Background: an optimization exercise with open tools, aiming at small area, a short achievable clock period and few clock cycles per item. Do not read the settings as production practice.
The RTL was checked by simulation tests, not by an equivalence proof against the original design.
Power figures rest on the tool's default switching activity, not on a simulated workload.

==> design/flow/design.v <==
module qpsk_mimo_modulator #(
    parameter int R_W = 16,
    parameter int Y_W = 20
) (
    input  logic              i_clk,
    input  logic              i_reset_n,
    input  logic              i_r_load,
    input  logic [20*R_W-1:0] i_r,
    input  logic              i_bit_vld,
    input  logic              i_bit,
    output logic              o_bit_rdy,
    output logic              o_vld,
    input  logic              i_rdy,
    output logic [8*Y_W-1:0]  o_y_hat,
    output logic              o_busy
);
    logic [9:0][15:0] ra, rb;
    logic [2:0]       p;           
    logic [2:0]       cnt;         
    logic [6:0]       col;         
    logic [7:0]       x;           
    logic             xv;          
    logic             win;         
    logic             fin;         
    logic             vld;
    logic             rdy;
    logic             busy;
    logic             p0;          
    logic       p7, act, acc, acc8, wr_lo;
    logic [7:3] wr_d;
    logic       xv_n, win_n, vld_n;
    logic [2:0] p_n, cnt_n;
    assign p7    = (p == 3'd7);
    assign act   = (p0 & xv) | win;
    assign acc   = i_bit_vld & rdy;
    assign acc8  = acc & (cnt == 3'd7);
    assign wr_lo = win & (p == 3'd2) & ~vld;
    always_comb
        for (int d = 3; d < 8; d++) wr_d[d] = win & (p == 3'(d));
    assign p_n   = i_r_load ? 3'd0 : p + 3'd1;
    assign cnt_n = acc ? cnt + 3'd1 : cnt;
    assign xv_n  = acc8 | (xv & ~(win & p7));
    assign win_n = act & ~p7 & ~((p == 3'd2) & vld);
    assign vld_n = fin | (vld & ~i_rdy);
    assign o_bit_rdy = rdy;
    assign o_vld     = vld;
    assign o_busy    = busy;
    always_ff @(posedge i_clk or negedge i_reset_n) begin
        if (!i_reset_n) begin
            p    <= '0;
            p0   <= 1'b1;
            cnt  <= '0;
            xv   <= 1'b0;
            win  <= 1'b0;
            fin  <= 1'b0;
            vld  <= 1'b0;
            rdy  <= 1'b1;
            busy <= 1'b0;
        end else begin
            p    <= p_n;
            p0   <= (p_n == 3'd0);
            cnt  <= cnt_n;
            xv   <= xv_n;
            win  <= win_n;
            fin  <= win & p7;
            vld  <= vld_n;
            busy <= xv_n | (win & p7) | vld_n;
            rdy  <= (cnt_n != 3'd7) | ~xv_n | (win_n & (p_n == 3'd7));
        end
    end
    always_ff @(posedge i_clk)
        x <= acc8 ? ({i_bit, col} ^ {8{~p_n[0]}}) : ~x;
    always_ff @(posedge i_clk) begin
        if (i_r_load) begin
            for (int k = 0; k < 10; k++) begin
                ra[k] <= ~(i_r[32*k +: 16] ^ 16'h8000);
                rb[k] <= ~(i_r[32*k+16 +: 16] ^ 16'h8000);
            end
        end else begin
            for (int k = 0; k < 10; k++) begin
                ra[k] <= ~{ra[k][1:0], ra[k][15:2]};
                rb[k] <= ~{rb[k][1:0], rb[k][15:2]};
            end
        end
        if (acc) col <= {i_bit, col[6:1]};
    end
    logic [7:0] g0_u0, g0_u1, g0_ng, g0_si, g0_st, g0_co;
    logic [1:0] g0_dig, g0_dq1, g0_dq2;
    logic [3:0] g0_top;
    logic [19:0] g0_y;
    logic g0_t1, g0_t2, g0_t3, g0_t4, g0_t5, g0_t6, g0_t7, g0_t8, g0_t9, g0_t10, g0_t11, g0_t12, g0_t13, g0_t14, g0_t15, g0_t16, g0_t17, g0_t18, g0_t19, g0_t20, g0_t21, g0_t22, g0_t23, g0_t24, g0_t25, g0_t26, g0_t27, g0_t28, g0_t29, g0_t30, g0_t31, g0_t32;
    logic g0_p1, g0_p2, g0_p3, g0_p4, g0_p5, g0_p6, g0_p7, g0_p8, g0_p9, g0_p10, g0_p11, g0_p12, g0_p13, g0_p14, g0_p15, g0_p16;
    assign g0_u0[0] = ra[0][0] ^ x[0];
    assign g0_u1[0] = ra[0][1] ^ x[0];
    assign g0_ng[0] = ~(x[0]);
    assign g0_u0[1] = rb[0][0] ^ ~x[1];
    assign g0_u1[1] = rb[0][1] ^ ~x[1];
    assign g0_ng[1] = ~(~x[1]);
    assign g0_u0[2] = ra[1][0] ^ x[2];
    assign g0_u1[2] = ra[1][1] ^ x[2];
    assign g0_ng[2] = ~(x[2]);
    assign g0_u0[3] = rb[1][0] ^ ~x[3];
    assign g0_u1[3] = rb[1][1] ^ ~x[3];
    assign g0_ng[3] = ~(~x[3]);
    assign g0_u0[4] = ra[3][0] ^ x[4];
    assign g0_u1[4] = ra[3][1] ^ x[4];
    assign g0_ng[4] = ~(x[4]);
    assign g0_u0[5] = rb[3][0] ^ ~x[5];
    assign g0_u1[5] = rb[3][1] ^ ~x[5];
    assign g0_ng[5] = ~(~x[5]);
    assign g0_u0[6] = ra[6][0] ^ x[6];
    assign g0_u1[6] = ra[6][1] ^ x[6];
    assign g0_ng[6] = ~(x[6]);
    assign g0_u0[7] = rb[6][0] ^ ~x[7];
    assign g0_u1[7] = rb[6][1] ^ ~x[7];
    assign g0_ng[7] = ~(~x[7]);
    assign g0_si = p0 ? g0_ng : g0_st;
    assign g0_dig = {g0_t31, g0_t15};
    assign g0_co = {g0_t32, g0_t30, g0_t28, g0_t26, g0_t24, g0_t22, g0_t20, g0_t18};
    assign g0_top = {g0_p15, g0_p13, g0_p11, g0_p7};
    assign g0_t1 = g0_u0[0] ^ g0_u0[1] ^ g0_u0[2];
    assign g0_t2 = (g0_u0[0] & g0_u0[1]) | (g0_u0[0] & g0_u0[2]) | (g0_u0[1] & g0_u0[2]);
    assign g0_t3 = g0_u0[3] ^ g0_u0[4] ^ g0_u0[5];
    assign g0_t4 = (g0_u0[3] & g0_u0[4]) | (g0_u0[3] & g0_u0[5]) | (g0_u0[4] & g0_u0[5]);
    assign g0_t5 = g0_u0[6] ^ g0_u0[7] ^ g0_si[0];
    assign g0_t6 = (g0_u0[6] & g0_u0[7]) | (g0_u0[6] & g0_si[0]) | (g0_u0[7] & g0_si[0]);
    assign g0_t7 = g0_si[1] ^ g0_si[2] ^ g0_si[3];
    assign g0_t8 = (g0_si[1] & g0_si[2]) | (g0_si[1] & g0_si[3]) | (g0_si[2] & g0_si[3]);
    assign g0_t9 = g0_si[4] ^ g0_si[5] ^ g0_si[6];
    assign g0_t10 = (g0_si[4] & g0_si[5]) | (g0_si[4] & g0_si[6]) | (g0_si[5] & g0_si[6]);
    assign g0_t11 = g0_si[7] ^ g0_t1 ^ g0_t3;
    assign g0_t12 = (g0_si[7] & g0_t1) | (g0_si[7] & g0_t3) | (g0_t1 & g0_t3);
    assign g0_t13 = g0_t5 ^ g0_t7 ^ g0_t9;
    assign g0_t14 = (g0_t5 & g0_t7) | (g0_t5 & g0_t9) | (g0_t7 & g0_t9);
    assign g0_t15 = g0_t11 ^ g0_t13;
    assign g0_t16 = g0_t11 & g0_t13;
    assign g0_t17 = g0_u1[0] ^ g0_u1[1] ^ g0_u1[2];
    assign g0_t18 = (g0_u1[0] & g0_u1[1]) | (g0_u1[0] & g0_u1[2]) | (g0_u1[1] & g0_u1[2]);
    assign g0_t19 = g0_u1[3] ^ g0_u1[4] ^ g0_u1[5];
    assign g0_t20 = (g0_u1[3] & g0_u1[4]) | (g0_u1[3] & g0_u1[5]) | (g0_u1[4] & g0_u1[5]);
    assign g0_t21 = g0_u1[6] ^ g0_u1[7] ^ g0_t2;
    assign g0_t22 = (g0_u1[6] & g0_u1[7]) | (g0_u1[6] & g0_t2) | (g0_u1[7] & g0_t2);
    assign g0_t23 = g0_t4 ^ g0_t6 ^ g0_t8;
    assign g0_t24 = (g0_t4 & g0_t6) | (g0_t4 & g0_t8) | (g0_t6 & g0_t8);
    assign g0_t25 = g0_t10 ^ g0_t17 ^ g0_t19;
    assign g0_t26 = (g0_t10 & g0_t17) | (g0_t10 & g0_t19) | (g0_t17 & g0_t19);
    assign g0_t27 = g0_t12 ^ g0_t14 ^ g0_t21;
    assign g0_t28 = (g0_t12 & g0_t14) | (g0_t12 & g0_t21) | (g0_t14 & g0_t21);
    assign g0_t29 = g0_t23 ^ g0_t25 ^ g0_t16;
    assign g0_t30 = (g0_t23 & g0_t25) | (g0_t23 & g0_t16) | (g0_t25 & g0_t16);
    assign g0_t31 = g0_t27 ^ g0_t29;
    assign g0_t32 = g0_t27 & g0_t29;
    assign g0_p1 = g0_st[0] ^ g0_st[1] ^ g0_st[2];
    assign g0_p2 = (g0_st[0] & g0_st[1]) | (g0_st[0] & g0_st[2]) | (g0_st[1] & g0_st[2]);
    assign g0_p3 = g0_st[3] ^ g0_st[4] ^ g0_st[5];
    assign g0_p4 = (g0_st[3] & g0_st[4]) | (g0_st[3] & g0_st[5]) | (g0_st[4] & g0_st[5]);
    assign g0_p5 = g0_st[6] ^ g0_st[7] ^ g0_p1;
    assign g0_p6 = (g0_st[6] & g0_st[7]) | (g0_st[6] & g0_p1) | (g0_st[7] & g0_p1);
    assign g0_p7 = g0_p3 ^ g0_p5;
    assign g0_p8 = g0_p3 & g0_p5;
    assign g0_p9 = g0_p2 ^ g0_p4 ^ g0_p6;
    assign g0_p10 = (g0_p2 & g0_p4) | (g0_p2 & g0_p6) | (g0_p4 & g0_p6);
    assign g0_p11 = g0_p8 ^ g0_p9;
    assign g0_p12 = g0_p8 & g0_p9;
    assign g0_p13 = 1'b1 ^ g0_p10 ^ g0_p12;
    assign g0_p14 = (1'b1 & g0_p10) | (1'b1 & g0_p12) | (g0_p10 & g0_p12);
    assign g0_p15 = 1'b1 ^ g0_p14;
    assign g0_p16 = 1'b1 & g0_p14;
    always_ff @(posedge i_clk) begin
        g0_st  <= g0_co;
        g0_dq1 <= g0_dig;
        g0_dq2 <= g0_dq1;
        if (wr_lo) g0_y[5:0] <= {g0_dig, g0_dq1, g0_dq2};
        if (wr_d[3]) g0_y[7:6]   <= g0_dig;
        if (wr_d[4]) g0_y[9:8]   <= g0_dig;
        if (wr_d[5]) g0_y[11:10] <= g0_dig;
        if (wr_d[6]) g0_y[13:12] <= g0_dig;
        if (wr_d[7]) g0_y[15:14] <= g0_dig;
        if (fin) g0_y[19:16] <= g0_top;
    end
    assign o_y_hat[0 +: 20] = g0_y;
    logic [7:0] g1_u0, g1_u1, g1_ng, g1_si, g1_st, g1_co;
    logic [1:0] g1_dig, g1_dq1, g1_dq2;
    logic [3:0] g1_top;
    logic [19:0] g1_y;
    logic g1_t1, g1_t2, g1_t3, g1_t4, g1_t5, g1_t6, g1_t7, g1_t8, g1_t9, g1_t10, g1_t11, g1_t12, g1_t13, g1_t14, g1_t15, g1_t16, g1_t17, g1_t18, g1_t19, g1_t20, g1_t21, g1_t22, g1_t23, g1_t24, g1_t25, g1_t26, g1_t27, g1_t28, g1_t29, g1_t30, g1_t31, g1_t32;
    logic g1_p1, g1_p2, g1_p3, g1_p4, g1_p5, g1_p6, g1_p7, g1_p8, g1_p9, g1_p10, g1_p11, g1_p12, g1_p13, g1_p14, g1_p15, g1_p16;
    assign g1_u0[0] = rb[0][0] ^ x[0];
    assign g1_u1[0] = rb[0][1] ^ x[0];
    assign g1_ng[0] = ~(x[0]);
    assign g1_u0[1] = ra[0][0] ^ x[1];
    assign g1_u1[1] = ra[0][1] ^ x[1];
    assign g1_ng[1] = ~(x[1]);
    assign g1_u0[2] = rb[1][0] ^ x[2];
    assign g1_u1[2] = rb[1][1] ^ x[2];
    assign g1_ng[2] = ~(x[2]);
    assign g1_u0[3] = ra[1][0] ^ x[3];
    assign g1_u1[3] = ra[1][1] ^ x[3];
    assign g1_ng[3] = ~(x[3]);
    assign g1_u0[4] = rb[3][0] ^ x[4];
    assign g1_u1[4] = rb[3][1] ^ x[4];
    assign g1_ng[4] = ~(x[4]);
    assign g1_u0[5] = ra[3][0] ^ x[5];
    assign g1_u1[5] = ra[3][1] ^ x[5];
    assign g1_ng[5] = ~(x[5]);
    assign g1_u0[6] = rb[6][0] ^ x[6];
    assign g1_u1[6] = rb[6][1] ^ x[6];
    assign g1_ng[6] = ~(x[6]);
    assign g1_u0[7] = ra[6][0] ^ x[7];
    assign g1_u1[7] = ra[6][1] ^ x[7];
    assign g1_ng[7] = ~(x[7]);
    assign g1_si = p0 ? g1_ng : g1_st;
    assign g1_dig = {g1_t31, g1_t15};
    assign g1_co = {g1_t32, g1_t30, g1_t28, g1_t26, g1_t24, g1_t22, g1_t20, g1_t18};
    assign g1_top = {g1_p15, g1_p13, g1_p11, g1_p7};
    assign g1_t1 = g1_u0[0] ^ g1_u0[1] ^ g1_u0[2];
    assign g1_t2 = (g1_u0[0] & g1_u0[1]) | (g1_u0[0] & g1_u0[2]) | (g1_u0[1] & g1_u0[2]);
    assign g1_t3 = g1_u0[3] ^ g1_u0[4] ^ g1_u0[5];
    assign g1_t4 = (g1_u0[3] & g1_u0[4]) | (g1_u0[3] & g1_u0[5]) | (g1_u0[4] & g1_u0[5]);
    assign g1_t5 = g1_u0[6] ^ g1_u0[7] ^ g1_si[0];
    assign g1_t6 = (g1_u0[6] & g1_u0[7]) | (g1_u0[6] & g1_si[0]) | (g1_u0[7] & g1_si[0]);
    assign g1_t7 = g1_si[1] ^ g1_si[2] ^ g1_si[3];
    assign g1_t8 = (g1_si[1] & g1_si[2]) | (g1_si[1] & g1_si[3]) | (g1_si[2] & g1_si[3]);
    assign g1_t9 = g1_si[4] ^ g1_si[5] ^ g1_si[6];
    assign g1_t10 = (g1_si[4] & g1_si[5]) | (g1_si[4] & g1_si[6]) | (g1_si[5] & g1_si[6]);
    assign g1_t11 = g1_si[7] ^ g1_t1 ^ g1_t3;
    assign g1_t12 = (g1_si[7] & g1_t1) | (g1_si[7] & g1_t3) | (g1_t1 & g1_t3);
    assign g1_t13 = g1_t5 ^ g1_t7 ^ g1_t9;
    assign g1_t14 = (g1_t5 & g1_t7) | (g1_t5 & g1_t9) | (g1_t7 & g1_t9);
    assign g1_t15 = g1_t11 ^ g1_t13;
    assign g1_t16 = g1_t11 & g1_t13;
    assign g1_t17 = g1_u1[0] ^ g1_u1[1] ^ g1_u1[2];
    assign g1_t18 = (g1_u1[0] & g1_u1[1]) | (g1_u1[0] & g1_u1[2]) | (g1_u1[1] & g1_u1[2]);
    assign g1_t19 = g1_u1[3] ^ g1_u1[4] ^ g1_u1[5];
    assign g1_t20 = (g1_u1[3] & g1_u1[4]) | (g1_u1[3] & g1_u1[5]) | (g1_u1[4] & g1_u1[5]);
    assign g1_t21 = g1_u1[6] ^ g1_u1[7] ^ g1_t2;
    assign g1_t22 = (g1_u1[6] & g1_u1[7]) | (g1_u1[6] & g1_t2) | (g1_u1[7] & g1_t2);
    assign g1_t23 = g1_t4 ^ g1_t6 ^ g1_t8;
    assign g1_t24 = (g1_t4 & g1_t6) | (g1_t4 & g1_t8) | (g1_t6 & g1_t8);
    assign g1_t25 = g1_t10 ^ g1_t17 ^ g1_t19;
    assign g1_t26 = (g1_t10 & g1_t17) | (g1_t10 & g1_t19) | (g1_t17 & g1_t19);
    assign g1_t27 = g1_t12 ^ g1_t14 ^ g1_t21;
    assign g1_t28 = (g1_t12 & g1_t14) | (g1_t12 & g1_t21) | (g1_t14 & g1_t21);
    assign g1_t29 = g1_t23 ^ g1_t25 ^ g1_t16;
    assign g1_t30 = (g1_t23 & g1_t25) | (g1_t23 & g1_t16) | (g1_t25 & g1_t16);
    assign g1_t31 = g1_t27 ^ g1_t29;
    assign g1_t32 = g1_t27 & g1_t29;
    assign g1_p1 = g1_st[0] ^ g1_st[1] ^ g1_st[2];
    assign g1_p2 = (g1_st[0] & g1_st[1]) | (g1_st[0] & g1_st[2]) | (g1_st[1] & g1_st[2]);
    assign g1_p3 = g1_st[3] ^ g1_st[4] ^ g1_st[5];
    assign g1_p4 = (g1_st[3] & g1_st[4]) | (g1_st[3] & g1_st[5]) | (g1_st[4] & g1_st[5]);
    assign g1_p5 = g1_st[6] ^ g1_st[7] ^ g1_p1;
    assign g1_p6 = (g1_st[6] & g1_st[7]) | (g1_st[6] & g1_p1) | (g1_st[7] & g1_p1);
    assign g1_p7 = g1_p3 ^ g1_p5;
    assign g1_p8 = g1_p3 & g1_p5;
    assign g1_p9 = g1_p2 ^ g1_p4 ^ g1_p6;
    assign g1_p10 = (g1_p2 & g1_p4) | (g1_p2 & g1_p6) | (g1_p4 & g1_p6);
    assign g1_p11 = g1_p8 ^ g1_p9;
    assign g1_p12 = g1_p8 & g1_p9;
    assign g1_p13 = 1'b1 ^ g1_p10 ^ g1_p12;
    assign g1_p14 = (1'b1 & g1_p10) | (1'b1 & g1_p12) | (g1_p10 & g1_p12);
    assign g1_p15 = 1'b1 ^ g1_p14;
    assign g1_p16 = 1'b1 & g1_p14;
    always_ff @(posedge i_clk) begin
        g1_st  <= g1_co;
        g1_dq1 <= g1_dig;
        g1_dq2 <= g1_dq1;
        if (wr_lo) g1_y[5:0] <= {g1_dig, g1_dq1, g1_dq2};
        if (wr_d[3]) g1_y[7:6]   <= g1_dig;
        if (wr_d[4]) g1_y[9:8]   <= g1_dig;
        if (wr_d[5]) g1_y[11:10] <= g1_dig;
        if (wr_d[6]) g1_y[13:12] <= g1_dig;
        if (wr_d[7]) g1_y[15:14] <= g1_dig;
        if (fin) g1_y[19:16] <= g1_top;
    end
    assign o_y_hat[20 +: 20] = g1_y;
    logic [5:0] g2_u0, g2_u1, g2_ng, g2_si, g2_st, g2_co;
    logic [1:0] g2_dig, g2_dq1, g2_dq2;
    logic [3:0] g2_top;
    logic [19:0] g2_y;
    logic g2_t1, g2_t2, g2_t3, g2_t4, g2_t5, g2_t6, g2_t7, g2_t8, g2_t9, g2_t10, g2_t11, g2_t12, g2_t13, g2_t14, g2_t15, g2_t16, g2_t17, g2_t18, g2_t19, g2_t20, g2_t21, g2_t22, g2_t23, g2_t24;
    logic g2_p1, g2_p2, g2_p3, g2_p4, g2_p5, g2_p6, g2_p7, g2_p8, g2_p9, g2_p10, g2_p11, g2_p12;
    assign g2_u0[0] = ra[2][0] ^ x[2];
    assign g2_u1[0] = ra[2][1] ^ x[2];
    assign g2_ng[0] = ~(x[2]);
    assign g2_u0[1] = rb[2][0] ^ ~x[3];
    assign g2_u1[1] = rb[2][1] ^ ~x[3];
    assign g2_ng[1] = ~(~x[3]);
    assign g2_u0[2] = ra[4][0] ^ x[4];
    assign g2_u1[2] = ra[4][1] ^ x[4];
    assign g2_ng[2] = ~(x[4]);
    assign g2_u0[3] = rb[4][0] ^ ~x[5];
    assign g2_u1[3] = rb[4][1] ^ ~x[5];
    assign g2_ng[3] = ~(~x[5]);
    assign g2_u0[4] = ra[7][0] ^ x[6];
    assign g2_u1[4] = ra[7][1] ^ x[6];
    assign g2_ng[4] = ~(x[6]);
    assign g2_u0[5] = rb[7][0] ^ ~x[7];
    assign g2_u1[5] = rb[7][1] ^ ~x[7];
    assign g2_ng[5] = ~(~x[7]);
    assign g2_si = p0 ? g2_ng : g2_st;
    assign g2_dig = {g2_t23, g2_t11};
    assign g2_co = {g2_t24, g2_t22, g2_t20, g2_t18, g2_t16, g2_t14};
    assign g2_top = {g2_p11, g2_p9, g2_p7, g2_p5};
    assign g2_t1 = g2_u0[0] ^ g2_u0[1] ^ g2_u0[2];
    assign g2_t2 = (g2_u0[0] & g2_u0[1]) | (g2_u0[0] & g2_u0[2]) | (g2_u0[1] & g2_u0[2]);
    assign g2_t3 = g2_u0[3] ^ g2_u0[4] ^ g2_u0[5];
    assign g2_t4 = (g2_u0[3] & g2_u0[4]) | (g2_u0[3] & g2_u0[5]) | (g2_u0[4] & g2_u0[5]);
    assign g2_t5 = g2_si[0] ^ g2_si[1] ^ g2_si[2];
    assign g2_t6 = (g2_si[0] & g2_si[1]) | (g2_si[0] & g2_si[2]) | (g2_si[1] & g2_si[2]);
    assign g2_t7 = g2_si[3] ^ g2_si[4] ^ g2_si[5];
    assign g2_t8 = (g2_si[3] & g2_si[4]) | (g2_si[3] & g2_si[5]) | (g2_si[4] & g2_si[5]);
    assign g2_t9 = g2_t1 ^ g2_t3 ^ g2_t5;
    assign g2_t10 = (g2_t1 & g2_t3) | (g2_t1 & g2_t5) | (g2_t3 & g2_t5);
    assign g2_t11 = g2_t7 ^ g2_t9;
    assign g2_t12 = g2_t7 & g2_t9;
    assign g2_t13 = g2_u1[0] ^ g2_u1[1] ^ g2_u1[2];
    assign g2_t14 = (g2_u1[0] & g2_u1[1]) | (g2_u1[0] & g2_u1[2]) | (g2_u1[1] & g2_u1[2]);
    assign g2_t15 = g2_u1[3] ^ g2_u1[4] ^ g2_u1[5];
    assign g2_t16 = (g2_u1[3] & g2_u1[4]) | (g2_u1[3] & g2_u1[5]) | (g2_u1[4] & g2_u1[5]);
    assign g2_t17 = g2_t2 ^ g2_t4 ^ g2_t6;
    assign g2_t18 = (g2_t2 & g2_t4) | (g2_t2 & g2_t6) | (g2_t4 & g2_t6);
    assign g2_t19 = g2_t8 ^ g2_t13 ^ g2_t15;
    assign g2_t20 = (g2_t8 & g2_t13) | (g2_t8 & g2_t15) | (g2_t13 & g2_t15);
    assign g2_t21 = g2_t10 ^ g2_t17 ^ g2_t19;
    assign g2_t22 = (g2_t10 & g2_t17) | (g2_t10 & g2_t19) | (g2_t17 & g2_t19);
    assign g2_t23 = g2_t12 ^ g2_t21;
    assign g2_t24 = g2_t12 & g2_t21;
    assign g2_p1 = g2_st[0] ^ g2_st[1] ^ g2_st[2];
    assign g2_p2 = (g2_st[0] & g2_st[1]) | (g2_st[0] & g2_st[2]) | (g2_st[1] & g2_st[2]);
    assign g2_p3 = g2_st[3] ^ g2_st[4] ^ g2_st[5];
    assign g2_p4 = (g2_st[3] & g2_st[4]) | (g2_st[3] & g2_st[5]) | (g2_st[4] & g2_st[5]);
    assign g2_p5 = 1'b1 ^ g2_p1 ^ g2_p3;
    assign g2_p6 = (1'b1 & g2_p1) | (1'b1 & g2_p3) | (g2_p1 & g2_p3);
    assign g2_p7 = g2_p2 ^ g2_p4 ^ g2_p6;
    assign g2_p8 = (g2_p2 & g2_p4) | (g2_p2 & g2_p6) | (g2_p4 & g2_p6);
    assign g2_p9 = 1'b1 ^ g2_p8;
    assign g2_p10 = 1'b1 & g2_p8;
    assign g2_p11 = 1'b1 ^ g2_p10;
    assign g2_p12 = 1'b1 & g2_p10;
    always_ff @(posedge i_clk) begin
        g2_st  <= g2_co;
        g2_dq1 <= g2_dig;
        g2_dq2 <= g2_dq1;
        if (wr_lo) g2_y[5:0] <= {g2_dig, g2_dq1, g2_dq2};
        if (wr_d[3]) g2_y[7:6]   <= g2_dig;
        if (wr_d[4]) g2_y[9:8]   <= g2_dig;
        if (wr_d[5]) g2_y[11:10] <= g2_dig;
        if (wr_d[6]) g2_y[13:12] <= g2_dig;
        if (wr_d[7]) g2_y[15:14] <= g2_dig;
        if (fin) g2_y[19:16] <= g2_top;
    end
    assign o_y_hat[40 +: 20] = g2_y;
    logic [5:0] g3_u0, g3_u1, g3_ng, g3_si, g3_st, g3_co;
    logic [1:0] g3_dig, g3_dq1, g3_dq2;
    logic [3:0] g3_top;
    logic [19:0] g3_y;
    logic g3_t1, g3_t2, g3_t3, g3_t4, g3_t5, g3_t6, g3_t7, g3_t8, g3_t9, g3_t10, g3_t11, g3_t12, g3_t13, g3_t14, g3_t15, g3_t16, g3_t17, g3_t18, g3_t19, g3_t20, g3_t21, g3_t22, g3_t23, g3_t24;
    logic g3_p1, g3_p2, g3_p3, g3_p4, g3_p5, g3_p6, g3_p7, g3_p8, g3_p9, g3_p10, g3_p11, g3_p12;
    assign g3_u0[0] = rb[2][0] ^ x[2];
    assign g3_u1[0] = rb[2][1] ^ x[2];
    assign g3_ng[0] = ~(x[2]);
    assign g3_u0[1] = ra[2][0] ^ x[3];
    assign g3_u1[1] = ra[2][1] ^ x[3];
    assign g3_ng[1] = ~(x[3]);
    assign g3_u0[2] = rb[4][0] ^ x[4];
    assign g3_u1[2] = rb[4][1] ^ x[4];
    assign g3_ng[2] = ~(x[4]);
    assign g3_u0[3] = ra[4][0] ^ x[5];
    assign g3_u1[3] = ra[4][1] ^ x[5];
    assign g3_ng[3] = ~(x[5]);
    assign g3_u0[4] = rb[7][0] ^ x[6];
    assign g3_u1[4] = rb[7][1] ^ x[6];
    assign g3_ng[4] = ~(x[6]);
    assign g3_u0[5] = ra[7][0] ^ x[7];
    assign g3_u1[5] = ra[7][1] ^ x[7];
    assign g3_ng[5] = ~(x[7]);
    assign g3_si = p0 ? g3_ng : g3_st;
    assign g3_dig = {g3_t23, g3_t11};
    assign g3_co = {g3_t24, g3_t22, g3_t20, g3_t18, g3_t16, g3_t14};
    assign g3_top = {g3_p11, g3_p9, g3_p7, g3_p5};
    assign g3_t1 = g3_u0[0] ^ g3_u0[1] ^ g3_u0[2];
    assign g3_t2 = (g3_u0[0] & g3_u0[1]) | (g3_u0[0] & g3_u0[2]) | (g3_u0[1] & g3_u0[2]);
    assign g3_t3 = g3_u0[3] ^ g3_u0[4] ^ g3_u0[5];
    assign g3_t4 = (g3_u0[3] & g3_u0[4]) | (g3_u0[3] & g3_u0[5]) | (g3_u0[4] & g3_u0[5]);
    assign g3_t5 = g3_si[0] ^ g3_si[1] ^ g3_si[2];
    assign g3_t6 = (g3_si[0] & g3_si[1]) | (g3_si[0] & g3_si[2]) | (g3_si[1] & g3_si[2]);
    assign g3_t7 = g3_si[3] ^ g3_si[4] ^ g3_si[5];
    assign g3_t8 = (g3_si[3] & g3_si[4]) | (g3_si[3] & g3_si[5]) | (g3_si[4] & g3_si[5]);
    assign g3_t9 = g3_t1 ^ g3_t3 ^ g3_t5;
    assign g3_t10 = (g3_t1 & g3_t3) | (g3_t1 & g3_t5) | (g3_t3 & g3_t5);
    assign g3_t11 = g3_t7 ^ g3_t9;
    assign g3_t12 = g3_t7 & g3_t9;
    assign g3_t13 = g3_u1[0] ^ g3_u1[1] ^ g3_u1[2];
    assign g3_t14 = (g3_u1[0] & g3_u1[1]) | (g3_u1[0] & g3_u1[2]) | (g3_u1[1] & g3_u1[2]);
    assign g3_t15 = g3_u1[3] ^ g3_u1[4] ^ g3_u1[5];
    assign g3_t16 = (g3_u1[3] & g3_u1[4]) | (g3_u1[3] & g3_u1[5]) | (g3_u1[4] & g3_u1[5]);
    assign g3_t17 = g3_t2 ^ g3_t4 ^ g3_t6;
    assign g3_t18 = (g3_t2 & g3_t4) | (g3_t2 & g3_t6) | (g3_t4 & g3_t6);
    assign g3_t19 = g3_t8 ^ g3_t13 ^ g3_t15;
    assign g3_t20 = (g3_t8 & g3_t13) | (g3_t8 & g3_t15) | (g3_t13 & g3_t15);
    assign g3_t21 = g3_t10 ^ g3_t17 ^ g3_t19;
    assign g3_t22 = (g3_t10 & g3_t17) | (g3_t10 & g3_t19) | (g3_t17 & g3_t19);
    assign g3_t23 = g3_t12 ^ g3_t21;
    assign g3_t24 = g3_t12 & g3_t21;
    assign g3_p1 = g3_st[0] ^ g3_st[1] ^ g3_st[2];
    assign g3_p2 = (g3_st[0] & g3_st[1]) | (g3_st[0] & g3_st[2]) | (g3_st[1] & g3_st[2]);
    assign g3_p3 = g3_st[3] ^ g3_st[4] ^ g3_st[5];
    assign g3_p4 = (g3_st[3] & g3_st[4]) | (g3_st[3] & g3_st[5]) | (g3_st[4] & g3_st[5]);
    assign g3_p5 = 1'b1 ^ g3_p1 ^ g3_p3;
    assign g3_p6 = (1'b1 & g3_p1) | (1'b1 & g3_p3) | (g3_p1 & g3_p3);
    assign g3_p7 = g3_p2 ^ g3_p4 ^ g3_p6;
    assign g3_p8 = (g3_p2 & g3_p4) | (g3_p2 & g3_p6) | (g3_p4 & g3_p6);
    assign g3_p9 = 1'b1 ^ g3_p8;
    assign g3_p10 = 1'b1 & g3_p8;
    assign g3_p11 = 1'b1 ^ g3_p10;
    assign g3_p12 = 1'b1 & g3_p10;
    always_ff @(posedge i_clk) begin
        g3_st  <= g3_co;
        g3_dq1 <= g3_dig;
        g3_dq2 <= g3_dq1;
        if (wr_lo) g3_y[5:0] <= {g3_dig, g3_dq1, g3_dq2};
        if (wr_d[3]) g3_y[7:6]   <= g3_dig;
        if (wr_d[4]) g3_y[9:8]   <= g3_dig;
        if (wr_d[5]) g3_y[11:10] <= g3_dig;
        if (wr_d[6]) g3_y[13:12] <= g3_dig;
        if (wr_d[7]) g3_y[15:14] <= g3_dig;
        if (fin) g3_y[19:16] <= g3_top;
    end
    assign o_y_hat[60 +: 20] = g3_y;
    logic [3:0] g4_u0, g4_u1, g4_ng, g4_si, g4_st, g4_co;
    logic [1:0] g4_dig, g4_dq1, g4_dq2;
    logic [3:0] g4_top;
    logic [19:0] g4_y;
    logic g4_t1, g4_t2, g4_t3, g4_t4, g4_t5, g4_t6, g4_t7, g4_t8, g4_t9, g4_t10, g4_t11, g4_t12, g4_t13, g4_t14, g4_t15, g4_t16;
    logic g4_p1, g4_p2, g4_p3, g4_p4, g4_p5, g4_p6, g4_p7, g4_p8, g4_p9, g4_p10;
    assign g4_u0[0] = ra[5][0] ^ x[4];
    assign g4_u1[0] = ra[5][1] ^ x[4];
    assign g4_ng[0] = ~(x[4]);
    assign g4_u0[1] = rb[5][0] ^ ~x[5];
    assign g4_u1[1] = rb[5][1] ^ ~x[5];
    assign g4_ng[1] = ~(~x[5]);
    assign g4_u0[2] = ra[8][0] ^ x[6];
    assign g4_u1[2] = ra[8][1] ^ x[6];
    assign g4_ng[2] = ~(x[6]);
    assign g4_u0[3] = rb[8][0] ^ ~x[7];
    assign g4_u1[3] = rb[8][1] ^ ~x[7];
    assign g4_ng[3] = ~(~x[7]);
    assign g4_si = p0 ? g4_ng : g4_st;
    assign g4_dig = {g4_t15, g4_t7};
    assign g4_co = {g4_t16, g4_t14, g4_t12, g4_t10};
    assign g4_top = {g4_p9, g4_p7, g4_p5, g4_p3};
    assign g4_t1 = g4_u0[0] ^ g4_u0[1] ^ g4_u0[2];
    assign g4_t2 = (g4_u0[0] & g4_u0[1]) | (g4_u0[0] & g4_u0[2]) | (g4_u0[1] & g4_u0[2]);
    assign g4_t3 = g4_u0[3] ^ g4_si[0] ^ g4_si[1];
    assign g4_t4 = (g4_u0[3] & g4_si[0]) | (g4_u0[3] & g4_si[1]) | (g4_si[0] & g4_si[1]);
    assign g4_t5 = g4_si[2] ^ g4_si[3] ^ g4_t1;
    assign g4_t6 = (g4_si[2] & g4_si[3]) | (g4_si[2] & g4_t1) | (g4_si[3] & g4_t1);
    assign g4_t7 = g4_t3 ^ g4_t5;
    assign g4_t8 = g4_t3 & g4_t5;
    assign g4_t9 = g4_u1[0] ^ g4_u1[1] ^ g4_u1[2];
    assign g4_t10 = (g4_u1[0] & g4_u1[1]) | (g4_u1[0] & g4_u1[2]) | (g4_u1[1] & g4_u1[2]);
    assign g4_t11 = g4_u1[3] ^ g4_t2 ^ g4_t4;
    assign g4_t12 = (g4_u1[3] & g4_t2) | (g4_u1[3] & g4_t4) | (g4_t2 & g4_t4);
    assign g4_t13 = g4_t9 ^ g4_t6 ^ g4_t11;
    assign g4_t14 = (g4_t9 & g4_t6) | (g4_t9 & g4_t11) | (g4_t6 & g4_t11);
    assign g4_t15 = g4_t8 ^ g4_t13;
    assign g4_t16 = g4_t8 & g4_t13;
    assign g4_p1 = g4_st[0] ^ g4_st[1] ^ g4_st[2];
    assign g4_p2 = (g4_st[0] & g4_st[1]) | (g4_st[0] & g4_st[2]) | (g4_st[1] & g4_st[2]);
    assign g4_p3 = g4_st[3] ^ g4_p1;
    assign g4_p4 = g4_st[3] & g4_p1;
    assign g4_p5 = 1'b1 ^ g4_p2 ^ g4_p4;
    assign g4_p6 = (1'b1 & g4_p2) | (1'b1 & g4_p4) | (g4_p2 & g4_p4);
    assign g4_p7 = 1'b1 ^ g4_p6;
    assign g4_p8 = 1'b1 & g4_p6;
    assign g4_p9 = 1'b1 ^ g4_p8;
    assign g4_p10 = 1'b1 & g4_p8;
    always_ff @(posedge i_clk) begin
        g4_st  <= g4_co;
        g4_dq1 <= g4_dig;
        g4_dq2 <= g4_dq1;
        if (wr_lo) g4_y[5:0] <= {g4_dig, g4_dq1, g4_dq2};
        if (wr_d[3]) g4_y[7:6]   <= g4_dig;
        if (wr_d[4]) g4_y[9:8]   <= g4_dig;
        if (wr_d[5]) g4_y[11:10] <= g4_dig;
        if (wr_d[6]) g4_y[13:12] <= g4_dig;
        if (wr_d[7]) g4_y[15:14] <= g4_dig;
        if (fin) g4_y[19:16] <= g4_top;
    end
    assign o_y_hat[80 +: 20] = g4_y;
    logic [3:0] g5_u0, g5_u1, g5_ng, g5_si, g5_st, g5_co;
    logic [1:0] g5_dig, g5_dq1, g5_dq2;
    logic [3:0] g5_top;
    logic [19:0] g5_y;
    logic g5_t1, g5_t2, g5_t3, g5_t4, g5_t5, g5_t6, g5_t7, g5_t8, g5_t9, g5_t10, g5_t11, g5_t12, g5_t13, g5_t14, g5_t15, g5_t16;
    logic g5_p1, g5_p2, g5_p3, g5_p4, g5_p5, g5_p6, g5_p7, g5_p8, g5_p9, g5_p10;
    assign g5_u0[0] = rb[5][0] ^ x[4];
    assign g5_u1[0] = rb[5][1] ^ x[4];
    assign g5_ng[0] = ~(x[4]);
    assign g5_u0[1] = ra[5][0] ^ x[5];
    assign g5_u1[1] = ra[5][1] ^ x[5];
    assign g5_ng[1] = ~(x[5]);
    assign g5_u0[2] = rb[8][0] ^ x[6];
    assign g5_u1[2] = rb[8][1] ^ x[6];
    assign g5_ng[2] = ~(x[6]);
    assign g5_u0[3] = ra[8][0] ^ x[7];
    assign g5_u1[3] = ra[8][1] ^ x[7];
    assign g5_ng[3] = ~(x[7]);
    assign g5_si = p0 ? g5_ng : g5_st;
    assign g5_dig = {g5_t15, g5_t7};
    assign g5_co = {g5_t16, g5_t14, g5_t12, g5_t10};
    assign g5_top = {g5_p9, g5_p7, g5_p5, g5_p3};
    assign g5_t1 = g5_u0[0] ^ g5_u0[1] ^ g5_u0[2];
    assign g5_t2 = (g5_u0[0] & g5_u0[1]) | (g5_u0[0] & g5_u0[2]) | (g5_u0[1] & g5_u0[2]);
    assign g5_t3 = g5_u0[3] ^ g5_si[0] ^ g5_si[1];
    assign g5_t4 = (g5_u0[3] & g5_si[0]) | (g5_u0[3] & g5_si[1]) | (g5_si[0] & g5_si[1]);
    assign g5_t5 = g5_si[2] ^ g5_si[3] ^ g5_t1;
    assign g5_t6 = (g5_si[2] & g5_si[3]) | (g5_si[2] & g5_t1) | (g5_si[3] & g5_t1);
    assign g5_t7 = g5_t3 ^ g5_t5;
    assign g5_t8 = g5_t3 & g5_t5;
    assign g5_t9 = g5_u1[0] ^ g5_u1[1] ^ g5_u1[2];
    assign g5_t10 = (g5_u1[0] & g5_u1[1]) | (g5_u1[0] & g5_u1[2]) | (g5_u1[1] & g5_u1[2]);
    assign g5_t11 = g5_u1[3] ^ g5_t2 ^ g5_t4;
    assign g5_t12 = (g5_u1[3] & g5_t2) | (g5_u1[3] & g5_t4) | (g5_t2 & g5_t4);
    assign g5_t13 = g5_t9 ^ g5_t6 ^ g5_t11;
    assign g5_t14 = (g5_t9 & g5_t6) | (g5_t9 & g5_t11) | (g5_t6 & g5_t11);
    assign g5_t15 = g5_t8 ^ g5_t13;
    assign g5_t16 = g5_t8 & g5_t13;
    assign g5_p1 = g5_st[0] ^ g5_st[1] ^ g5_st[2];
    assign g5_p2 = (g5_st[0] & g5_st[1]) | (g5_st[0] & g5_st[2]) | (g5_st[1] & g5_st[2]);
    assign g5_p3 = g5_st[3] ^ g5_p1;
    assign g5_p4 = g5_st[3] & g5_p1;
    assign g5_p5 = 1'b1 ^ g5_p2 ^ g5_p4;
    assign g5_p6 = (1'b1 & g5_p2) | (1'b1 & g5_p4) | (g5_p2 & g5_p4);
    assign g5_p7 = 1'b1 ^ g5_p6;
    assign g5_p8 = 1'b1 & g5_p6;
    assign g5_p9 = 1'b1 ^ g5_p8;
    assign g5_p10 = 1'b1 & g5_p8;
    always_ff @(posedge i_clk) begin
        g5_st  <= g5_co;
        g5_dq1 <= g5_dig;
        g5_dq2 <= g5_dq1;
        if (wr_lo) g5_y[5:0] <= {g5_dig, g5_dq1, g5_dq2};
        if (wr_d[3]) g5_y[7:6]   <= g5_dig;
        if (wr_d[4]) g5_y[9:8]   <= g5_dig;
        if (wr_d[5]) g5_y[11:10] <= g5_dig;
        if (wr_d[6]) g5_y[13:12] <= g5_dig;
        if (wr_d[7]) g5_y[15:14] <= g5_dig;
        if (fin) g5_y[19:16] <= g5_top;
    end
    assign o_y_hat[100 +: 20] = g5_y;
    logic [1:0] g6_u0, g6_u1, g6_ng, g6_si, g6_st, g6_co;
    logic [1:0] g6_dig, g6_dq1, g6_dq2;
    logic [3:0] g6_top;
    logic [19:0] g6_y;
    logic g6_t1, g6_t2, g6_t3, g6_t4, g6_t5, g6_t6, g6_t7, g6_t8;
    logic g6_p1, g6_p2, g6_p3, g6_p4, g6_p5, g6_p6, g6_p7, g6_p8;
    assign g6_u0[0] = ra[9][0] ^ x[6];
    assign g6_u1[0] = ra[9][1] ^ x[6];
    assign g6_ng[0] = ~(x[6]);
    assign g6_u0[1] = rb[9][0] ^ ~x[7];
    assign g6_u1[1] = rb[9][1] ^ ~x[7];
    assign g6_ng[1] = ~(~x[7]);
    assign g6_si = p0 ? g6_ng : g6_st;
    assign g6_dig = {g6_t7, g6_t3};
    assign g6_co = {g6_t8, g6_t6};
    assign g6_top = {g6_p7, g6_p5, g6_p3, g6_p1};
    assign g6_t1 = g6_u0[0] ^ g6_u0[1] ^ g6_si[0];
    assign g6_t2 = (g6_u0[0] & g6_u0[1]) | (g6_u0[0] & g6_si[0]) | (g6_u0[1] & g6_si[0]);
    assign g6_t3 = g6_si[1] ^ g6_t1;
    assign g6_t4 = g6_si[1] & g6_t1;
    assign g6_t5 = g6_u1[0] ^ g6_u1[1] ^ g6_t2;
    assign g6_t6 = (g6_u1[0] & g6_u1[1]) | (g6_u1[0] & g6_t2) | (g6_u1[1] & g6_t2);
    assign g6_t7 = g6_t4 ^ g6_t5;
    assign g6_t8 = g6_t4 & g6_t5;
    assign g6_p1 = g6_st[0] ^ g6_st[1] ^ 1'b1;
    assign g6_p2 = (g6_st[0] & g6_st[1]) | (g6_st[0] & 1'b1) | (g6_st[1] & 1'b1);
    assign g6_p3 = 1'b1 ^ g6_p2;
    assign g6_p4 = 1'b1 & g6_p2;
    assign g6_p5 = 1'b1 ^ g6_p4;
    assign g6_p6 = 1'b1 & g6_p4;
    assign g6_p7 = 1'b1 ^ g6_p6;
    assign g6_p8 = 1'b1 & g6_p6;
    always_ff @(posedge i_clk) begin
        g6_st  <= g6_co;
        g6_dq1 <= g6_dig;
        g6_dq2 <= g6_dq1;
        if (wr_lo) g6_y[5:0] <= {g6_dig, g6_dq1, g6_dq2};
        if (wr_d[3]) g6_y[7:6]   <= g6_dig;
        if (wr_d[4]) g6_y[9:8]   <= g6_dig;
        if (wr_d[5]) g6_y[11:10] <= g6_dig;
        if (wr_d[6]) g6_y[13:12] <= g6_dig;
        if (wr_d[7]) g6_y[15:14] <= g6_dig;
        if (fin) g6_y[19:16] <= g6_top;
    end
    assign o_y_hat[120 +: 20] = g6_y;
    logic [1:0] g7_u0, g7_u1, g7_ng, g7_si, g7_st, g7_co;
    logic [1:0] g7_dig, g7_dq1, g7_dq2;
    logic [3:0] g7_top;
    logic [19:0] g7_y;
    logic g7_t1, g7_t2, g7_t3, g7_t4, g7_t5, g7_t6, g7_t7, g7_t8;
    logic g7_p1, g7_p2, g7_p3, g7_p4, g7_p5, g7_p6, g7_p7, g7_p8;
    assign g7_u0[0] = rb[9][0] ^ x[6];
    assign g7_u1[0] = rb[9][1] ^ x[6];
    assign g7_ng[0] = ~(x[6]);
    assign g7_u0[1] = ra[9][0] ^ x[7];
    assign g7_u1[1] = ra[9][1] ^ x[7];
    assign g7_ng[1] = ~(x[7]);
    assign g7_si = p0 ? g7_ng : g7_st;
    assign g7_dig = {g7_t7, g7_t3};
    assign g7_co = {g7_t8, g7_t6};
    assign g7_top = {g7_p7, g7_p5, g7_p3, g7_p1};
    assign g7_t1 = g7_u0[0] ^ g7_u0[1] ^ g7_si[0];
    assign g7_t2 = (g7_u0[0] & g7_u0[1]) | (g7_u0[0] & g7_si[0]) | (g7_u0[1] & g7_si[0]);
    assign g7_t3 = g7_si[1] ^ g7_t1;
    assign g7_t4 = g7_si[1] & g7_t1;
    assign g7_t5 = g7_u1[0] ^ g7_u1[1] ^ g7_t2;
    assign g7_t6 = (g7_u1[0] & g7_u1[1]) | (g7_u1[0] & g7_t2) | (g7_u1[1] & g7_t2);
    assign g7_t7 = g7_t4 ^ g7_t5;
    assign g7_t8 = g7_t4 & g7_t5;
    assign g7_p1 = g7_st[0] ^ g7_st[1] ^ 1'b1;
    assign g7_p2 = (g7_st[0] & g7_st[1]) | (g7_st[0] & 1'b1) | (g7_st[1] & 1'b1);
    assign g7_p3 = 1'b1 ^ g7_p2;
    assign g7_p4 = 1'b1 & g7_p2;
    assign g7_p5 = 1'b1 ^ g7_p4;
    assign g7_p6 = 1'b1 & g7_p4;
    assign g7_p7 = 1'b1 ^ g7_p6;
    assign g7_p8 = 1'b1 & g7_p6;
    always_ff @(posedge i_clk) begin
        g7_st  <= g7_co;
        g7_dq1 <= g7_dig;
        g7_dq2 <= g7_dq1;
        if (wr_lo) g7_y[5:0] <= {g7_dig, g7_dq1, g7_dq2};
        if (wr_d[3]) g7_y[7:6]   <= g7_dig;
        if (wr_d[4]) g7_y[9:8]   <= g7_dig;
        if (wr_d[5]) g7_y[11:10] <= g7_dig;
        if (wr_d[6]) g7_y[13:12] <= g7_dig;
        if (wr_d[7]) g7_y[15:14] <= g7_dig;
        if (fin) g7_y[19:16] <= g7_top;
    end
    assign o_y_hat[140 +: 20] = g7_y;
endmodule
==> design/flow/flow/run.sh <==
#!/bin/bash
# Standard ORFS layout (the standard.sh) with two changes to how it is built:
#  - ports are buffered with buf_1 cells instead of the resizer's default pick
#  - timing repair aims for 9.2 ns of setup slack beyond the SDC's (the SDC is unchanged)
export BUFFER_PORTS_ARGS="-buffer_cell sky130_fd_sc_hd__buf_1"
export SETUP_SLACK_MARGIN=9.2
bash standard.sh > standard.log 2>&1
==> design/flow/standard.sh <==
#!/bin/bash
# synth_recipe.tcl (not shown) runs the flow's synth.tcl, then flattens the netlist and writes it again
# the make line also repeats each setting of config.mk as NAME=value (left out here)
make -C /OpenROAD-flow-scripts/flow DESIGN_CONFIG=/design/flow/config.mk WORK_HOME=/design/flow/orfs CLKGATE_MAP_FILE= SYNTH_SCRIPT=/design/flow/synth_recipe.tcl "${@:-finish}"
==> design/flow/config.mk <==
export PLATFORM = sky130hd
export DESIGN_NAME = qpsk_mimo_modulator
export DESIGN_NICKNAME = qpsk_mimo_modulator
export VERILOG_FILES = /design/flow/design.v
export SDC_FILE = /design/flow/constraint.sdc
export NUM_CORES = 4
export LEC_CHECK = 0
export CAP_MARGIN = 50
export CORE_MARGIN = 2
export CORE_UTILIZATION = 60
export CTS_BUF_LIST = sky130_fd_sc_hd__clkbuf_16
export CTS_CLUSTER_DIAMETER = 100
export CTS_CLUSTER_SIZE = 25
export SLEW_MARGIN = 60
==> design/flow/constraint.sdc <==
create_clock -name core_clock -period 12.0 [get_ports {i_clk}]
set_input_delay 2.4000 -clock core_clock [delete_from_list [all_inputs] [get_ports {i_clk}]]
set_output_delay 2.4000 -clock core_clock [all_outputs]
set_load 0.01 [all_outputs]
==> results.ini, run 1 <==
[place]
portBuffers=488
place_ws_ns=7.52
place_congestion=0.809
dp_hpwl_um=33000

[logic_synthesis]
synth_ff_type=dfxtp_1
synth-xor-area-share_pct=3.77
synth-seq-cells=572
yosys.area_share.simple_pct=1.16
ys_seq_area_share_pct=63.4
syn_area_um2=20700
ys_warn_count=1
synthMuxAreaShare_pct=15.3
syn-num-nets=1824
ys_types=39
synth-adder-area-share_pct=10.0
synth-edff-count=159
syn_area_per_cell_um2=15.0
async_reset_ff_share_pct=2.27
synth_top_family_by_area=multiplexers
synth_compound_area_share_pct=1.68
synth_cells=1380

[routing]
drt_iter0_drc=549
routed_via_density=5.01
ant_nets=0
drt-pass1-iter-count=4
routedWlPerCell_um=19.6
vias=12000
drc=0
drt-total-wl_um=46800

[sta]
rsz0062_at_grt=yes
max_freq_mhz=276
finalSetupViolCount=0
fin_skew_ns=0.0224
slew_violations=0
hold_viol=0
relSlewSlack_pct=68.2
setup_tns_ns=0
period_needed_ns=3.62
worst_pin_slew_ns=0.477
fin_crit_sh_pct=30.2
setup_ws_ns=8.38

[clocking]
cts_buffer_depth=3
cts_sinks=572
cts_max_level=1
insertion_delay_ns=0.57
cts_hold_buf=0
numCtsBuffers=26
clk_transition_reported_paths_ns=0.10
cts_root_buffer=clkbuf_16
cts_tree=done

[critical_path]
r2r-end=g1_y[11]$_DFFE_PP_
critPathKind=reg -> out
r2r-start=p0$_DFF_PN1_
crit_chain=buf_6
worstSetupStartpointType=register
slowest_delay_ns=0.55
crit_path_max_fanout=2
cp_num_buf_inv=1
required_ns=9.60
critical-path-top-delay-family=flip-flops
crit_path_start=rdy$_DFF_PN1_
ff2ff_path_depth=9
crit_cells=1
critPathCaptureType=output port
regToRegSetupSlack_ns=8.62
crit_path_top_delay_cell=dfstp_2
crit_arrival_ns=1.22

[min_path]
hold_end=g6_dq2[0]$_DFF_P_
hp-class=reg -> reg
holdCritStartpoint=g6_dq1[0]$_DFF_P_
whs_path_depth=0

[global_route]
first_global_vias=12000
grt_max_degree=49
antenna_found_initial=7
grt_usage_pct=25.5
grt-ovfl-total=0
grt_pass1_wl_um=69200

[floorplanning]
pin_count=489
fp.dieArea_um2=36000
die_w_um=190
rows=68
initial_core_util_pct=60.3
core-area_um2=34300
die_h_um=190

[finish]
nets=2364
area_delta_synth_final_pct=23.2
drive_gt1_share_pct=17.1

[pwr]
p_total_mw=8.74
ir_drop_v=0.000555
power_density_nw_per_um2=343
leakagePower_nw=11.1

[outcome]
status=finished clean

[job]
maxCapViolCount=0

==> placed cells by master (no fill, tap or decap), types with 25 or more instances in the layout <==
| cell | netlist | layout |
|---|---|---|
| dfxtp_1 | 400 | 395 |
| buf_1 | 1 | 356 |
| mux2i_1 | 314 | 305 |
| edfxtp_1 | 159 | 159 |
| inv_1 | 114 | 121 |
| clkbuf_2 | 0 | 92 |
| fa_1 | 80 | 73 |
| xor2_1 | 56 | 56 |
| xnor2_1 | 33 | 33 |
| clkbuf_16 | 0 | 33 |
| buf_2 | 14 | 33 |
| o21ai_1 | 26 | 26 |
| ha_1 | 38 | 26 |
| buf_6 | 31 | 25 |
==> stage by stage <==
step / utilization, % / instances / cell area, um^2 / hold WS, ns
finish: 74.4 / 2392 / 25500 / 0.353
global route: 74.4 / 2390 / 25500 / 0.360
CTS: 72.9 / 2371 / 25000 / 0.353
detailed placement: 66.8 / 2269 / 22900 / 0.335
global placement: 66.4 / 2265 / 22800 / 0.329
floorplan: - / 1380 / 21100 / 0.327
==> area by class of cell <==
cell class                      instances  area (um^2)
Inverter                              115          452
Timing Repair inverter                  1         8.76
Multi-Input combinational cell        629         7040
Clock inverter                         15         57.6
Antenna cell                            3         7.51
Tap cell                              455          569
Timing Repair Buffer                  575         3560
Clock buffer                           27          676
Sequential cell                       572        13100
Fill cell                            2311         8790
==> power breakdown <==
part / switching, mW / internal [mW]
sequential: 0.223 / 3.28
clock: 0.565 / 0.408
combinational: 2.38 / 1.88
total: 3.16 / 5.57
==> how the worst max path moves through the flow <==
stage | to | slack, ns
after floorplan | g1_y[11]$_DFFE_PP_ | 8.79
after global placement | ra[135]$_DFF_P_ | 6.81
after detailed placement | ra[122]$_DFF_P_ | 7.52
after CTS | o_bit_rdy | 8.35
after global routing | o_bit_rdy | 8.32
final | o_bit_rdy | 8.38
==> state kept, by name, indices dropped and copies added, names as in the netlist, 8 cells and up <==
register,flops
g0_st,8
g0_y,20
g1_st,8
g1_y,20
g2_y,19
g3_y,19
g4_y,19
g5_y,19
g6_y,18
g7_y,18
ra,160
rb,160
x,8
==> per-layer routing <==
layer	vias to the layer above	wire [um]	track usage (%)
li1	5704	-	-
met1	5805	19400	33.1
met5	-	69	0
met2	395	22900	43.3
met4	10	854	5.49
met3	61	3550	6.68
==> Yosys cell counts (2+ instances only) <==
| cell | n | area share (%) |
|---|---|---|
| inv_1 | 114 | 2.1 |
| a21o_1 | 2 | 0.073 |
| a21oi_1 | 14 | 0.34 |
| mux2_1 | 2 | 0.11 |
| xnor2_1 | 33 | 1.4 |
| nand2_1 | 24 | 0.44 |
| dfstp_2 | 2 | 0.25 |
| buf_4 | 13 | 0.47 |
| buf_2 | 14 | 0.34 |
| nor2_1 | 5 | 0.091 |
| buf_6 | 31 | 1.7 |
| ha_1 | 38 | 2.3 |
| dfxtp_1 | 400 | 39 |
| edfxtp_1 | 159 | 23 |
| xor2_1 | 56 | 2.4 |
| mux2i_1 | 314 | 15 |
| nand2b_1 | 5 | 0.15 |
| and3_1 | 3 | 0.091 |
| fa_1 | 80 | 7.7 |
| clkbuf_1 | 5 | 0.091 |
| dfrtp_1 | 11 | 1.3 |
| o21ai_0 | 10 | 0.24 |
| a21boi_1 | 4 | 0.15 |
| o21ai_1 | 26 | 0.63 |
==> logic make-up (layout without fill, tap and decap cells) <==
logic type      count (synthesis)  in the layout
simple gates                   46             46
flops                         572            572
mux                           316            316
fa+ha+maj                     118            118
compound gates                 60             60
xor+xnor                       89             89
other cells                     0              3
buf+inv                       179            733
==> what timing repair did <==
item | 4_1_cts | 5_1_grt
resized for setup | 147 | 135
pin swaps | 20 | 17
cloned | 22 | 5
buffers inserted | 38 | 13
endpoints found under the setup margin | 543 | 425
Testbench counts, summed over its fixed seeds: cycles 4,448, items 512.
==> run 2, diff against run 1 <==
==> design/flow/flow/run.sh (replaced) <==
#!/bin/bash
# Standard ORFS layout (the standard.sh) with two changes to how it is built:
#  - ports are buffered with buf_1 cells instead of the resizer's default pick
#  - timing repair aims for 8.3 ns of setup slack beyond the SDC's (the SDC is unchanged)
export BUFFER_PORTS_ARGS="-buffer_cell sky130_fd_sc_hd__buf_1"
export SETUP_SLACK_MARGIN=8.3
bash standard.sh > standard.log 2>&1
==> run 2 against run 1 <==
Effect of this change: register-to-register slack worse by 0.20 ns; combinational power fell by 19%; hold slack lost 0.0078 ns; highest routed layer unchanged; cell area fell by 6.6%; largest power group is now sequential cells; synthesized area did not move.
==> results.ini, run 2 <==
[pwr]
ir_drop_v=0.000539  ; -2.8%
leakagePower_nw=10.1  ; -8.7%
power_density_nw_per_um2=332  ; -3.1%

[logic_synthesis]
syn-num-nets=1824  ; unchanged
yosys.area_share.simple_pct=1.16  ; unchanged
synth_area_leaders=dfxtp_1 39%, edfxtp_1 23%, mux2i_1 15%, fa_1 7.7%, xor2_1 2.4%
synth-adder-area-share_pct=10.0  ; unchanged
synthMuxAreaShare_pct=15.3  ; unchanged
synth_ff_type=dfxtp_1
synth_top_area_share_pct=38.7  ; unchanged
synth-seq-cells=572  ; unchanged
synth_common_cells=400 x dfxtp_1, 314 x mux2i_1, 159 x edfxtp_1
synth.most_common_cell=dfxtp_1
synth-edff-count=159  ; unchanged
synth-xor-area-share_pct=3.77  ; unchanged
async_reset_ff_share_pct=2.27  ; unchanged
synth_top_family_by_area=multiplexers
ys_types=39  ; unchanged
synth_cells=1380  ; unchanged
ys_seq_area_share_pct=63.4  ; unchanged
syn_area_um2=20700  ; unchanged
ys_warn_count=1  ; unchanged
synth_top_area_cell=dfxtp_1
syn_area_per_cell_um2=15.0  ; unchanged
synth_compound_area_share_pct=1.68  ; unchanged

[critical_path]
r2r-start=p0$_DFF_PN1_
crit_path_start=rdy$_DFF_PN1_
crit_chain=buf_2
critPathKind=reg -> out
crit_cells=1  ; unchanged
critical-path-top-delay-family=flip-flops
cp_num_buf_inv=1  ; unchanged
worstSetupStartpointType=register
crit_path_top_delay_cell=dfstp_2
slowest_delay_ns=0.54  ; about the same
ff2ff_path_depth=9  ; unchanged
crit_arrival_ns=1.23  ; about the same
crit_path_max_fanout=2  ; unchanged
critPathCaptureType=output port
required_ns=9.60  ; about the same

[global_route]
first_global_vias=11400  ; -4.6%
antenna_found_initial=4  ; -3
grt-ovfl-total=0  ; unchanged
grt_max_degree=58  ; +18%
grt_usage_pct=23.3  ; -2.2 points
grt_pass1_wl_um=63900  ; -7.6%

[floorplanning]
core-area_um2=34300  ; unchanged
initial_core_util_pct=60.3  ; unchanged
rows=68  ; unchanged
die_h_um=190  ; unchanged
pin_count=489  ; unchanged
fp.dieArea_um2=36000  ; unchanged
die_w_um=190  ; unchanged

[outcome]
status=finished clean

[routing]
drt_iter0_drc=526  ; -4.2%
ant_nets=0  ; unchanged
drt-pass1-iter-count=4  ; unchanged
routedWlPerCell_um=18.4  ; -5.8%
routed_via_density=4.89  ; -2.3%
vias=11400  ; -4.7%
drc=0  ; unchanged
drt-total-wl_um=43000  ; -8.1%

[sta]
slew_violations=0  ; unchanged
fin_crit_sh_pct=30.3  ; +0.082 points
period_needed_ns=3.63  ; +0.00979 ns
max_freq_mhz=275  ; -0.27%
hold_viol=0  ; unchanged
finalSetupViolCount=0  ; unchanged
worst_pin_slew_ns=0.551  ; +0.0748 ns
rsz0062_at_grt=yes
setup_ws_ns=8.37  ; -0.00979 ns
relSlewSlack_pct=63.2  ; -5.0 points
setup_tns_ns=0  ; unchanged
fin_skew_ns=0.0299  ; +0.00757 ns

[finish]
nets=2304  ; -2.5%
multiInputGateArea_um2=6650  ; -5.5%
fillerInstances=2598  ; +12%
fin_util_pct=69.5  ; -4.9 points
fin_area_um2=23800  ; -6.6%
largestRegisters=ra (160), rb (160)
final-instance-count-excl-fill=2333  ; -2.5%
final_common_cell=buf_1
drive_gt1_share_pct=4.37  ; -13 points
mostFrequentLayoutCells=485 x buf_1, 397 x dfxtp_1, 314 x mux2i_1
area_delta_synth_final_pct=15.1
seqCellArea_um2=13100  ; about the same

[clocking]
cts_hold_buf=0  ; unchanged
cts_sinks=572  ; unchanged
numCtsBuffers=26  ; unchanged
cts_tree=done
clk_transition_reported_paths_ns=0.10  ; about the same
cts_root_buffer=clkbuf_16
cts_buffer_depth=3  ; unchanged
cts_max_level=1  ; unchanged
insertion_delay_ns=0.57  ; about the same

[min_path]
holdCritStartpoint=g2_dq1[0]$_DFF_P_
whs_path_depth=0  ; unchanged
hp-class=reg -> reg

[place]
dp_hpwl_um=32500  ; -1.6%
dpl.cell_count=2268  ; -0.044%
place_ws_ns=7.51  ; -0.0115 ns
portBuffers=488  ; unchanged
placed_area_um2=22800  ; -0.60%
place_congestion=0.808  ; -0.11%

[job]
maxCapViolCount=0  ; unchanged

[run 2: changes by cell type in the layout (fill, tap and decap cells not counted), sizes merged]
| cell | delta |
|---|---|
| clkbuf | -98 |
| buf | +38 |
| bufbuf | +1 |
[run 2: layout make-up]
type | count | share of cell area, %
clock inverters | 16 | 0.257
repair buffers | 516 | 9.61
multi-input cells | 629 | 27.9
well taps | 455 | 2.39
diodes | 3 | 0.0315
flip-flops and latches | 572 | 55.1
clock buffers | 27 | 2.84
inverters | 115 | 1.82
[run 2: logic make-up after synthesis]
group / count (synthesis)
flops: 572
mux: 316
xor+xnor: 89
simple gates: 46
compound gates: 60
buf+inv: 179
fa+ha+maj: 118
[run 2: final timing paths]
check	endpoint	slack, ns
max	o_bit_rdy	8.37
min	g2_dq2[0]$_DFF_P_	0.34
max reg2reg	g1_y[11]$_DFFE_PP_	8.42
min reg2reg	g2_dq2[0]$_DFF_P_	0.34
max in group asynchronous	rdy$_DFF_PN1_	10.00
min in group asynchronous	cnt[1]$_DFF_PN0_	1.72
[run 2: timing repair]
item	in CTS	in global routing
endpoints found under the setup margin	161	61
setup buffers	2	13
gates resized for setup	7	7
cloned	3	1
[run 2: metal layers]
| metal | GRT usage, % | routed length [um] | share of wire, % | vias to the layer above |
|---|---|---|---|---|
| li1 | - | - | - | 5575 |
| met1 | 30.0 | 18300 | 42 | 5436 |
| met2 | 40.6 | 20800 | 48 | 367 |
| met3 | 6.31 | 3460 | 8.0 | 31 |
| met4 | 3.49 | 444 | 1.0 | 4 |
| met5 | 0 | 29 | 0.067 | - |
[run 2: stage by stage]
step	hold WS [ns]	power, mW
final	0.345	7.90
after global routing	0.362	8.56
after detailed placement	0.334	6.80
after CTS	0.354	7.80
after global placement	0.328	6.69
after floorplan	0.327	5.56
[run 2: power by group]
group          leakage (nW)  switching [mW]  internal (mW)
clock                 0.417           0.562          0.409
combinational          4.71            2.12           1.32
sequential             4.97           0.197           3.29
total                  10.1            2.88           5.02
==> run 3, diff against run 2 <==
==> design/flow/flow/run.sh (replaced) <==
#!/bin/bash
# Standard ORFS layout (the standard.sh) with two changes to how it is built:
#  - ports are buffered with buf_1 cells instead of the resizer's default pick
#  - timing repair aims for 8.5 ns of setup slack beyond the SDC's (the SDC is unchanged)
export BUFFER_PORTS_ARGS="-buffer_cell sky130_fd_sc_hd__buf_1"
export SETUP_SLACK_MARGIN=8.5
bash standard.sh > standard.log 2>&1
==> run 3 against run 2 <==
Effect of this change: clock skew down 0.0027 ns; largest cell class unchanged; power rose by 1.0%; worst setup slack better by 0.021 ns; register-to-register slack better by 0.13 ns; global-route usage up 0.17 points.
==> results.ini, run 3 <==
[floorplanning]
core-area_um2=34300  ; unchanged
die_w_um=190  ; unchanged
initial_core_util_pct=60.3  ; unchanged
die_h_um=190  ; unchanged
fp.dieArea_um2=36000  ; unchanged

[logic_synthesis]
synth.most_common_cell=dfxtp_1
synth-adder-area-share_pct=10.0  ; unchanged
ys_warn_count=1  ; unchanged
syn-num-nets=1824  ; unchanged
syn_area_per_cell_um2=15.0  ; unchanged
synth-seq-cells=572  ; unchanged
synth_top_family_by_area=multiplexers
synth_area_leaders=dfxtp_1 39%, edfxtp_1 23%, mux2i_1 15%, fa_1 7.7%, xor2_1 2.4%
synth_cells=1380  ; unchanged
syn_area_um2=20700  ; unchanged
async_reset_ff_share_pct=2.27  ; unchanged
synth_common_cells=400 x dfxtp_1, 314 x mux2i_1, 159 x edfxtp_1
synth_top_area_cell=dfxtp_1
ys_types=39  ; unchanged
yosys.area_share.simple_pct=1.16  ; unchanged
synth_top_area_share_pct=38.7  ; unchanged
synth-xor-area-share_pct=3.77  ; unchanged
synth-edff-count=159  ; unchanged
synth_ff_type=dfxtp_1

[critical_path]
ff2ff_path_depth=9  ; unchanged
slowest_delay_ns=0.55  ; about the same
worstSetupStartpointType=register
critPathCaptureType=output port
critPathKind=reg -> out
required_ns=9.60  ; about the same
crit_cells=1  ; unchanged
critical-path-top-delay-family=flip-flops
crit_path_top_delay_cell=dfstp_2
crit_arrival_ns=1.21  ; -0.02 ns

[clocking]
clk_transition_reported_paths_ns=0.10  ; about the same
cts_buffer_depth=3  ; unchanged
insertion_delay_ns=0.57  ; about the same
cts_sinks=572  ; unchanged
cts_tree=done

[routing]
drc=0  ; unchanged
drt-total-wl_um=43400  ; +0.80%
routed_via_density=4.91  ; +0.38%
routedWlPerCell_um=18.6  ; +0.84%
drt_iter0_drc=542  ; +3.0%
ant_nets=0  ; unchanged

[sta]
fin_skew_ns=0.0273  ; -0.00266 ns
fin_crit_sh_pct=30.1  ; -0.18 points
rsz0062_at_grt=yes
relSlewSlack_pct=66.7  ; +3.6 points
slew_violations=0  ; unchanged
finalSetupViolCount=0  ; unchanged
hold_viol=0  ; unchanged

[job]
maxCapViolCount=0  ; unchanged

[pwr]
p_total_mw=7.98  ; +1.0%
clockPowerShare_pct=12.2  ; about the same
p_int_mw=5.10  ; +1.5%
switching_share_pct=36.2  ; -0.31 points
seq_power_share_pct=43.8  ; -0.3 points
switchingPower_mw=2.89  ; +0.16%
leakagePower_nw=10.5  ; +3.8%
power_frac_comb_pct=44.0  ; +0.4 points

[global_route]
grt_max_degree=58  ; unchanged
grt-ovfl-total=0  ; unchanged
antenna_found_initial=4  ; unchanged

[finish]
final-instance-count-excl-fill=2332  ; -0.043%
largestRegisters=ra (160), rb (160)
nets=2303  ; -0.043%
drive_gt1_share_pct=10.9  ; +6.5 points

[outcome]
status=finished clean

[min_path]
whs_path_depth=0  ; unchanged

[place]
dpl.cell_count=2268  ; unchanged

==> run 3: cell counts after synthesis <==
Identical to the previous run, type by type.
==> run 3: cell families (layout without fill, tap and decap cells) <==
family	after synthesis	count (layout)
simple gates	46	46
compound gates	60	60
flops	572	572
mux	316	316
other cells	0	3
xor+xnor	89	89
buf+inv	179	673
fa+ha+maj	118	118
==> run 3: power groups by stage <==
stage | logic [mW] | clock network (mW) | registers [mW]
6_report | 3.52 | 0.971 | 3.50
2_1_floorplan | 2.09 | 0 | 3.47
3_5_place_dp | 3.26 | 0 | 3.54
5_1_grt | 4.07 | 1.07 | 3.53
4_1_cts | 3.45 | 0.997 | 3.50
3_3_place_gp | 3.17 | 0 | 3.53
==> run 3: final timing paths <==
check	from	end	slack [ns]
worst max register to register	p0$_DFF_PN1_	g0_y[9]$_DFFE_PP_	8.55
worst min register to register	g2_dq1[0]$_DFF_P_	g2_dq2[0]$_DFF_P_	0.34
worst min-delay path	g2_dq1[0]$_DFF_P_	g2_dq2[0]$_DFF_P_	0.34
min in group asynchronous	i_reset_n	cnt[1]$_DFF_PN0_	1.72
max in group asynchronous	i_reset_n	rdy$_DFF_PN1_	9.99
worst max-delay path	rdy$_DFF_PN1_	o_bit_rdy	8.39
==> run 3: through the flow <==
step	utilization, %	worst slack, ns
2_1_floorplan	-	8.50
4_1_cts	69.7	8.34
5_1_grt	70.3	8.33
3_3_place_gp	66.0	7.00
6_report	70.3	8.39
3_5_place_dp	66.4	7.51
==> run 3: routing by layer <==
metal	routed length (um)	track usage, %	up-vias
met1	18400	30.1	5467
met3	3450	6.25	35
met2	21000	41.0	367
met5	27	0	-
li1	-	-	5579
met4	502	3.67	4
==> run 3: final cells by class <==
class / instances / area (um^2)
diodes: 3 / 7.51
clock buffers: 27 / 676
clock inverters: 16 / 61.3
fillers: 2563 / 10200
inverters: 115 / 444
multi-input cells: 629 / 6700
flip-flops and latches: 572 / 13100
well taps: 455 / 569
repair buffers: 514 / 2510
repair inverters: 1 / 8.76
==> run 3: timing repair <==
item                       in CTS  in global routing
cloned                          5                  2
setup endpoints to repair     281                210
hold buffers                    0                  0
resized for setup              64                102
pin swaps                       0                  5
setup buffers                   5                  6

-- re-timing with driven ports --
In the flow no input, the clock included, has a driving cell. The finished layouts below were timed again as built, in two steps. Step 1 assumes that a clkbuf_16 drives the clock port and a buf_2 every other input. Step 2 adds t to the input delays and takes it off the output delays; t is the mean of the earliest and latest rising clock arrival at the registers after step 1. Input paths then give back, and output paths get back, about the clock's delay inside the block. a / b / c = no drivers / after step 1 / after step 2; a / b = the first two.
run | shift t [ns] | slack for setup (ns) | worst slew at a driven data input, ns | cell pins on the clock port's net
run 1 | 0.613 | 8.376 / 8.326 / 8.389 | 0.12 | 1
run 2 | 0.615 | 8.366 / 8.310 / 7.805 | 0.11 | 1
run 3 | 0.614 | 8.388 / 8.332 / 8.033 | 0.11 | 1
After both steps every run listed still meets setup and hold. The setup slack of run 2, which loses most, moves by -0.056 ns with the drivers and by -0.561 ns with both steps.
